Background: an optimization exercise with open tools, aiming at small area, a short achievable clock period and few clock cycles per item. Do not read the settings as production practice.
RTL that was checked went through simulation tests only; none was proved equivalent to the original.
Power figures rest on the tool's default switching activity, not on a simulated workload.

## wqe_fetch_top
module wqe_fetch_top
#(
    parameter int MAX_QP   = 16,
    parameter int SQ_DEPTH = 4096,
    parameter int BODY     = 32          
)(
    input  logic                  clk,
    input  logic                  rst_n,
    output logic                  o_fetch_ready,
    input  logic                  i_arbit_val,
    input  logic [QPID_WIDTH-1:0] i_qp_idx,
    input  logic [MAX_QP-1:0]     i_active,
    input  logic [MAX_QP-1:0]     i_wqe_cache_alfull,
    input  logic [ADDR_WIDTH-1:0] i_sq_base,
    output logic [ADDR_WIDTH-1:0] o_axi_araddr,
    output logic                  o_axi_arvalid,
    input  logic                  i_axi_arready,
    input  logic [WQE_WIDTH-1:0]  i_axi_rdata,
    input  logic                  i_axi_rvalid,
    output logic                  o_axi_rready,
    output logic                  o_wqe_cache_wr,
    output logic [WQE_WIDTH-1:0]  o_wqe,
    input  logic [MAX_QP-1:0]     i_wqe_cache_full
);
clock: 8.0 ns
lec_check: 0
cap_margin: 20
core_area: 5 5 245 245
die_area: 0 0 250 250
setup_slack_margin: 4.4
slew_margin: 20
standard.sh (not shown) runs the stock make flow with config.mk's settings and CLKGATE_MAP_FILE= SYNTH_SCRIPT=/design/flow/synth_recipe.tcl, a recipe that flattens the netlist after the stock synthesis.
==> flow/flow/run.sh <==
#!/bin/bash
# Standard layout with three changes: port buffers are buf_1, constant outputs share
# tie cells through per-port buffers (flow/ties.tcl), and CTS adds no dummy loads.
set -euo pipefail
here=$(pwd)
export BUFFER_PORTS_ARGS="-buffer_cell sky130_fd_sc_hd__buf_1"
export POST_GLOBAL_PLACE_TCL=$here/flow/ties.tcl
export CTS_ARGS="-sink_clustering_enable -repair_clock_nets -dont_use_dummy_load"
bash standard.sh > standard.log 2>&1
==> flow/flow/ties.tcl <==
# Run after global placement (POST_GLOBAL_PLACE_TCL), once buffer_ports has run.
# The standard flow gives every constant output its own tie cell. Here each constant
# output gets a buf_1 in its tie's place instead, and neighbouring buffers share one
# tie cell, so far fewer tie cells are left with an unused, unextracted pin.
set block [ord::get_db_block]
set bufm [[ord::get_db] findMaster sky130_fd_sc_hd__buf_1]
set group 10
set ports {}
foreach inst [$block getInsts] {
  if {[[$inst getMaster] getName] ne "sky130_fd_sc_hd__conb_1"} { continue }
  foreach pin {LO HI} {
    set net [[$inst findITerm $pin] getNet]
    if {$net eq "NULL"} { continue }
    set bts [$net getBTerms]
    if {[llength $bts] != 1 || [llength [$net getITerms]] != 1} { continue }
    set bt [lindex $bts 0]
    set box [$bt getBBox]
    # order ports along the die edge so that a group's ports are neighbours
    lappend ports [list $pin [$box xMin] [$box yMin] $inst $net]
  }
}
proc edge_key {p} {
  lassign $p pin x y
  return [list $pin [expr {$x + 100000 * $y}]]
}
set ports [lsort -command {apply {{a b} {
  set ka [edge_key $a]; set kb [edge_key $b]
  if {[lindex $ka 0] ne [lindex $kb 0]} { return [string compare [lindex $ka 0] [lindex $kb 0]] }
  return [expr {[lindex $ka 1] < [lindex $kb 1] ? -1 : ([lindex $ka 1] > [lindex $kb 1])}]
}}} $ports]
set n 0
set k 0
set lastpin ""
foreach p $ports {
  lassign $p pin x y tie net
  set loc [$tie getLocation]
  if {$k % $group == 0 || $pin ne $lastpin} {
    set k 0
    set shared [odb::dbNet_create $block "tie_shared_$n"]
    set it [$tie findITerm $pin]
    $it disconnect
    $it connect $shared
  } else {
    odb::dbInst_destroy $tie
  }
  set b [odb::dbInst_create $block $bufm "tie_buf_$n"]
  $b setLocation [lindex $loc 0] [lindex $loc 1]
  $b setPlacementStatus PLACED
  [$b findITerm A] connect $shared
  [$b findITerm X] connect $net
  set lastpin $pin
  incr n
  incr k
}
puts "ties.tcl: $n constant outputs buffered from shared tie cells"
The starting point did not get past I/O pin placement on PPL-0024.
Edit:
CORE_AREA = 10 10 410 410   (was 5 5 245 245)
DIE_AREA = 0 0 420 420   (was 0 0 250 250)
After rerunning: With this change the flow finished with timing, DRC and antenna clean. Synthesized area stays the same. Synthesized cell count does not change.
Function was not checked in any run of this note: the RTL went through the layout flow alone.

========
wqe_fetch_top, a different RTL version from the one above (not shown whole).
Size: about 400 flip-flops, roughly 1100 I/O pins, roughly 0.020 mm² of cells after synthesis.
## wqe_fetch_top
module wqe_fetch_top
#(
    parameter int MAX_QP   = 16,
    parameter int SQ_DEPTH = 4096,
    parameter int BODY     = 32          
)(
    input  logic                  clk,
    input  logic                  rst_n,
    output logic                  o_fetch_ready,
    input  logic                  i_arbit_val,
    input  logic [QPID_WIDTH-1:0] i_qp_idx,
    input  logic [MAX_QP-1:0]     i_active,
    input  logic [MAX_QP-1:0]     i_wqe_cache_alfull,
    input  logic [ADDR_WIDTH-1:0] i_sq_base,
    output logic [ADDR_WIDTH-1:0] o_axi_araddr,
    output logic                  o_axi_arvalid,
    input  logic                  i_axi_arready,
    input  logic [WQE_WIDTH-1:0]  i_axi_rdata,
    input  logic                  i_axi_rvalid,
    output logic                  o_axi_rready,
    output logic                  o_wqe_cache_wr,
    output logic [WQE_WIDTH-1:0]  o_wqe,
    input  logic [MAX_QP-1:0]     i_wqe_cache_full
);
export LEC_CHECK = 0
export CAP_MARGIN = 0
export CORE_AREA = 10 10 410 410
export DIE_AREA = 0 0 420 420
export SETUP_SLACK_MARGIN = 4.2
export SLEW_MARGIN = 0
create_clock -name core_clock -period 8.0 [get_ports {clk}]
==> flow/flow/run.sh <==
#!/bin/bash
# Standard layout with four changes: port buffers are buf_1, constant outputs share
# tie cells through per-port buffers (flow/ties.tcl), o_axi_rready gets a shallow
# cone of its own (flow/rready.tcl), and CTS adds no dummy loads.
set -euo pipefail
here=$(pwd)
export BUFFER_PORTS_ARGS="-buffer_cell sky130_fd_sc_hd__buf_1"
export POST_GLOBAL_PLACE_TCL=$here/flow/ties.tcl
export POST_FLOORPLAN_TCL=$here/flow/rready.tcl
export CTS_ARGS="-sink_clustering_enable -repair_clock_nets -dont_use_dummy_load -buf_list {sky130_fd_sc_hd__clkbuf_4 sky130_fd_sc_hd__clkbuf_8} -sink_clustering_size 10 -sink_clustering_max_diameter 50"
bash standard.sh > standard.log 2>&1
Scripts as last shown in full above: flow/flow/ties.tcl
Other scripts of this flow, unchanged in this note and not shown: flow/flow/rready.tcl
Testbench counts at the start, summed over its fixed seeds: cycles 11,267, items 8,000.
Change:
--- a/flow/config.mk
+++ b/flow/config.mk
@@ -10,3 +10,3 @@
 export DIE_AREA = 0 0 420 420
-export SETUP_SLACK_MARGIN = 4.2
+export SETUP_SLACK_MARGIN = 4.0
 export SLEW_MARGIN = 0
Result: Utilization drops by 0.21 points; total power drops slightly; die area does not change; setup slack loses 0.053 ns; cell count drops slightly; register-to-register slack loses 0.09 ns; synthesized cell count is unchanged.

========
wqe_fetch_top, a different RTL version from the one above (not shown whole).
Size: about 1400 cells after synthesis, about 390 flip-flops, roughly 1100 I/O pins, ~20000 µm² of cells after synthesis.
==> flow/config.mk <==
export PLATFORM = sky130hd
export DESIGN_NAME = wqe_fetch_top
export DESIGN_NICKNAME = wqe_fetch_top
export VERILOG_FILES = /design/flow/design.v
export SDC_FILE = /design/flow/constraint.sdc
export NUM_CORES = 4
export LEC_CHECK = 0
export CAP_MARGIN = 0
export CORE_AREA = 10 10 410 410
export DIE_AREA = 0 0 420 420
export SETUP_SLACK_MARGIN = 4.2
export SLEW_MARGIN = 0
==> flow/constraint.sdc <==
create_clock -name core_clock -period 8.0 [get_ports {clk}]
set_input_delay 1.6000 -clock core_clock [delete_from_list [all_inputs] [get_ports {clk}]]
set_output_delay 1.6000 -clock core_clock [all_outputs]
set_load 0.01 [all_outputs]
==> flow/flow/run.sh <==
#!/bin/bash
# Standard layout with four changes: port buffers are buf_1, constant outputs share
# tie cells through per-port buffers (flow/ties.tcl), o_axi_rready gets a shallow
# cone of its own (flow/rready.tcl), and CTS adds no dummy loads.
set -euo pipefail
here=$(pwd)
export BUFFER_PORTS_ARGS="-buffer_cell sky130_fd_sc_hd__buf_1"
export POST_GLOBAL_PLACE_TCL=$here/flow/ties.tcl
export POST_FLOORPLAN_TCL=$here/flow/rready.tcl
export CTS_ARGS="-sink_clustering_enable -repair_clock_nets -dont_use_dummy_load -buf_list {sky130_fd_sc_hd__clkbuf_4} -sink_clustering_size 9 -sink_clustering_max_diameter 30"
bash standard.sh > standard.log 2>&1
==> flow/flow/rready.tcl <==
# Run at the end of floorplan (POST_FLOORPLAN_TCL). Rebuilds the cone that drives
# o_axi_rready = ~i_wqe_cache_full[hd_qp] as a decoder of the (early) hd_qp register
# and a shallow tree from the (late) full inputs (a22oi, nand4, nor2) that drives the
# port and every internal load; the cone synthesis made is then left without loads
# and removed.
set block [ord::get_db_block]
set db [ord::get_db]
set pnet [[$block findBTerm o_axi_rready] getNet]
set ndrv 0
set mnet NULL
foreach it [$pnet getITerms] {
  if {[$it isOutputSignal]} {
    # when synthesis drove the port through an inverter, its input carries
    # i_wqe_cache_full[hd_qp] to the internal logic too: that net gets the new cone
    set old [$it getInst]
    if {[regexp {__(clk)?inv_} [[$old getMaster] getName]]} {
      set mnet [[$old findITerm A] getNet]
    }
    $it disconnect
    incr ndrv
  }
}
if {$ndrv != 1} { error "rready.tcl: o_axi_rready has $ndrv drivers" }
proc cell {master name} {
  set m [[ord::get_db] findMaster $master]
  return [odb::dbInst_create [ord::get_db_block] $m $name]
}
proc pin {inst term net} {
  [$inst findITerm $term] connect $net
}
set full {}
set q {NULL NULL NULL NULL}
foreach inst [$block getInsts] {
  if {[regexp {^hd_qp\\?\[([0-3])\\?\]\$} [$inst getName] -> b]} {
    lset q $b [[$inst findITerm Q] getNet]
  }
}
set nq {}
for {set b 0} {$b < 4} {incr b} {
  set n [lindex $q $b]
  if {$n eq "NULL"} { error "rready.tcl: no register hd_qp\[$b\]" }
  set c [cell sky130_fd_sc_hd__inv_1 rready_inv_$b]
  set m [odb::dbNet_create $block rready_nq$b]
  pin $c A $n
  pin $c Y $m
  lappend nq $m
}
set sel {}
for {set i 0} {$i < 16} {incr i} {
  lappend full [[$block findBTerm "i_wqe_cache_full\[$i\]"] getNet]
  set c [cell sky130_fd_sc_hd__and4_1 rready_dec_$i]
  set m [odb::dbNet_create $block rready_sel$i]
  foreach t {A B C D} b {0 1 2 3} {
    pin $c $t [lindex [expr {($i >> $b) & 1 ? $q : $nq}] $b]
  }
  pin $c X $m
  lappend sel $m
}
set y {}
for {set k 0} {$k < 8} {incr k} {
  set c [cell sky130_fd_sc_hd__a22oi_1 rready_a22oi_$k]
  set n [odb::dbNet_create $block rready_y$k]
  pin $c A1 [lindex $full [expr {2 * $k}]]
  pin $c A2 [lindex $sel [expr {2 * $k}]]
  pin $c B1 [lindex $full [expr {2 * $k + 1}]]
  pin $c B2 [lindex $sel [expr {2 * $k + 1}]]
  pin $c Y $n
  lappend y $n
}
set z {}
for {set j 0} {$j < 2} {incr j} {
  set c [cell sky130_fd_sc_hd__nand4_1 rready_nand4_$j]
  set n [odb::dbNet_create $block rready_z$j]
  foreach t {A B C D} k {0 1 2 3} { pin $c $t [lindex $y [expr {4 * $j + $k}]] }
  pin $c Y $n
  lappend z $n
}
set c [cell sky130_fd_sc_hd__nor2_1 rready_nor2]
pin $c A [lindex $z 0]
pin $c B [lindex $z 1]
pin $c Y $pnet
if {$mnet ne "NULL"} {
  set mdrv 0
  foreach it [$mnet getITerms] {
    if {[$it isOutputSignal]} {
      $it disconnect
      incr mdrv
    }
  }
  if {$mdrv != 1} { error "rready.tcl: i_wqe_cache_full\[hd_qp\] net has $mdrv drivers" }
  # a copy of the nand4 level for the internal loads keeps them off the port's path
  set zi {}
  for {set j 0} {$j < 2} {incr j} {
    set c [cell sky130_fd_sc_hd__nand4_1 rready_int_nand4_$j]
    set n [odb::dbNet_create $block rready_zi$j]
    foreach t {A B C D} k {0 1 2 3} { pin $c $t [lindex $y [expr {4 * $j + $k}]] }
    pin $c Y $n
    lappend zi $n
  }
  set c [cell sky130_fd_sc_hd__or2_1 rready_or2]
  pin $c A [lindex $zi 0]
  pin $c B [lindex $zi 1]
  pin $c X $mnet
}
set before [llength [$block getInsts]]
eliminate_dead_logic
puts "rready.tcl: o_axi_rready rebuilt as decoder and a22oi/nand4/nor2, [expr {$before - [llength [$block getInsts]]}] cells of the old cone removed"
Scripts as last shown in full above: flow/flow/ties.tcl
Testbench counts at the start, summed over its fixed seeds: cycles 11,267, items 8,000.
==> next run, changes <==
--- a/flow/flow/rready.tcl
+++ b/flow/flow/rready.tcl
@@ -91,9 +90,0 @@
-  # a copy of the nand4 level for the internal loads keeps them off the port's path
-  set zi {}
-  for {set j 0} {$j < 2} {incr j} {
-    set c [cell sky130_fd_sc_hd__nand4_1 rready_int_nand4_$j]
-    set n [odb::dbNet_create $block rready_zi$j]
-    foreach t {A B C D} k {0 1 2 3} { pin $c $t [lindex $y [expr {4 * $j + $k}]] }
-    pin $c Y $n
-    lappend zi $n
-  }
@@ -101,2 +92,2 @@
-  pin $c A [lindex $zi 0]
-  pin $c B [lindex $zi 1]
+  pin $c A [lindex $z 0]
+  pin $c B [lindex $z 1]
--- a/flow/config.mk
+++ b/flow/config.mk
@@ -11 +11 @@
-export SETUP_SLACK_MARGIN = 4.2
+export SETUP_SLACK_MARGIN = 4.1
Power is lower by 0.38%.
Clock power stays flat.
Synthesized area does not change.
Routed wire length drops by 4.4%.
Worst setup slack is worse by 46 ps.
==> next run, changes <==
--- a/flow/flow/run.sh
+++ b/flow/flow/run.sh
@@ -2,3 +2,8 @@
-# Standard layout with four changes: port buffers are buf_1, constant outputs share
-# tie cells through per-port buffers (flow/ties.tcl), o_axi_rready gets a shallow
-# cone of its own (flow/rready.tcl), and CTS adds no dummy loads.
+# The standard layout (standard.sh) with these changes:
+# - port buffers are buf_1 (buffer_ports picks a larger, slower delay cell otherwise);
+# - flow/ties.tcl: each constant output gets a buf_1 in place of its own tie cell, and
+#   neighbouring buffers share one tie cell (fewer tie cells with an unused pin);
+# - flow/rready.tcl: the o_axi_rready = ~i_wqe_cache_full[hd_qp] cone is rebuilt as a
+#   decoder of hd_qp and a shallow a22oi/nand4/nor2 tree from the full inputs;
+# - CTS uses clkbuf_4 with small sink clusters and adds no dummy loads.
+# make's output (every tool run) goes to standard.log; ORFS keeps per-step logs too.
--- a/flow/flow/rready.tcl
+++ b/flow/flow/rready.tcl
@@ -90,0 +91,21 @@
+  # a copy of the a22oi and nand4 levels for the internal loads keeps them off the
+  # port's path
+  set yi {}
+  for {set k 0} {$k < 8} {incr k} {
+    set c [cell sky130_fd_sc_hd__a22oi_1 rready_int_a22oi_$k]
+    set n [odb::dbNet_create $block rready_yi$k]
+    pin $c A1 [lindex $full [expr {2 * $k}]]
+    pin $c A2 [lindex $sel [expr {2 * $k}]]
+    pin $c B1 [lindex $full [expr {2 * $k + 1}]]
+    pin $c B2 [lindex $sel [expr {2 * $k + 1}]]
+    pin $c Y $n
+    lappend yi $n
+  }
+  set zi {}
+  for {set j 0} {$j < 2} {incr j} {
+    set c [cell sky130_fd_sc_hd__nand4_1 rready_int_nand4_$j]
+    set n [odb::dbNet_create $block rready_zi$j]
+    foreach t {A B C D} k {0 1 2 3} { pin $c $t [lindex $yi [expr {4 * $j + $k}]] }
+    pin $c Y $n
+    lappend zi $n
+  }
@@ -92,2 +113,2 @@
-  pin $c A [lindex $z 0]
-  pin $c B [lindex $z 1]
+  pin $c A [lindex $zi 0]
+  pin $c B [lindex $zi 1]
Outcome:
- clock-buffer cell count falls by 2
- area after synthesis is unchanged
- setup slack hardly moves
- wire length increases by 8.1%
- global-route usage climbs by 0.69 points
==> next run, changes <==
==> flow/flow/run.sh (replaced) <==
#!/bin/bash
# Standard layout with four changes: port buffers are buf_1, constant outputs share
# tie cells through per-port buffers (flow/ties.tcl), o_axi_rready gets a shallow
# cone of its own (flow/rready.tcl), and CTS adds no dummy loads.
set -euo pipefail
here=$(pwd)
export BUFFER_PORTS_ARGS="-buffer_cell sky130_fd_sc_hd__buf_1"
export POST_GLOBAL_PLACE_TCL=$here/flow/ties.tcl
export POST_FLOORPLAN_TCL=$here/flow/rready.tcl
export CTS_ARGS="-sink_clustering_enable -repair_clock_nets -dont_use_dummy_load -buf_list {sky130_fd_sc_hd__clkbuf_4} -sink_clustering_size 9 -sink_clustering_max_diameter 30"
bash standard.sh > standard.log 2>&1
--- a/flow/flow/rready.tcl
+++ b/flow/flow/rready.tcl
@@ -91,13 +91 @@
-  # a copy of the a22oi and nand4 levels for the internal loads keeps them off the
-  # port's path
-  set yi {}
-  for {set k 0} {$k < 8} {incr k} {
-    set c [cell sky130_fd_sc_hd__a22oi_1 rready_int_a22oi_$k]
-    set n [odb::dbNet_create $block rready_yi$k]
-    pin $c A1 [lindex $full [expr {2 * $k}]]
-    pin $c A2 [lindex $sel [expr {2 * $k}]]
-    pin $c B1 [lindex $full [expr {2 * $k + 1}]]
-    pin $c B2 [lindex $sel [expr {2 * $k + 1}]]
-    pin $c Y $n
-    lappend yi $n
-  }
+  # a copy of the nand4 level for the internal loads keeps them off the port's path
@@ -108 +96 @@
-    foreach t {A B C D} k {0 1 2 3} { pin $c $t [lindex $yi [expr {4 * $j + $k}]] }
+    foreach t {A B C D} k {0 1 2 3} { pin $c $t [lindex $y [expr {4 * $j + $k}]] }
Utilization hardly moves.
Synthesized area is unchanged.
Total power is about the same.
First-iteration DRC count is lower by 6.5%.
Worst setup slack improves by 41 ps.
Design area barely changes.
Sequential power hardly moves.
Register-to-register slack improves by 40 ps.

## afterwards: timing with drivers on the ports
The results above use ideal ports. As a check the final layouts listed here were re-extracted and re-timed, cells and wires unchanged. Step 1 sets driving cells, clkbuf_16 on the clock port and buf_2 on the other inputs (assumed; they add their load-dependent delay and slew). Step 2 times the ports against the registers' clock, not the clock port: input delays grow and output delays shrink by t, the midpoint of the rising clock arrivals with the driver on. Three values: no drivers, after step 1, after step 2; two values: the first two.
| run | t, ns | slack for setup (ns) | hold slack, ns | slew at the worst register clock pin (ns) |
|---|---|---|---|---|
| the second run of note 1 | 0.573 | 3.857 / 3.817 / 3.817 | 0.454 / 0.454 / 0.454 | 0.07 / 0.07 |
| the first run of note 2 | 0.669 | 4.117 / 4.090 / 3.698 | 0.528 / 0.528 / 0.528 | 0.08 / 0.08 |
| the second run of note 2 | 0.677 | 4.064 / 4.037 / 3.652 | 0.528 / 0.528 / 0.528 | 0.09 / 0.09 |
| the first run of note 3 | 0.782 | 4.156 / 4.124 / 3.632 | 0.472 / 0.472 / 0.472 | 0.11 / 0.11 |
| the second run of note 3 | 0.776 | 4.110 / 4.075 / 3.544 | 0.487 / 0.487 / 0.487 | 0.11 / 0.11 |
| the third run of note 3 | 0.774 | 4.111 / 4.078 / 3.643 | 0.476 / 0.476 / 0.476 | 0.11 / 0.11 |
| the fourth run of note 3 | 0.785 | 4.151 / 4.126 / 3.711 | 0.473 / 0.473 / 0.473 | 0.11 / 0.11 |
After both steps every run listed still meets setup and hold. The setup slack of the second run of note 3, which loses most, moves by -0.035 ns with the drivers and by -0.566 ns with both steps.
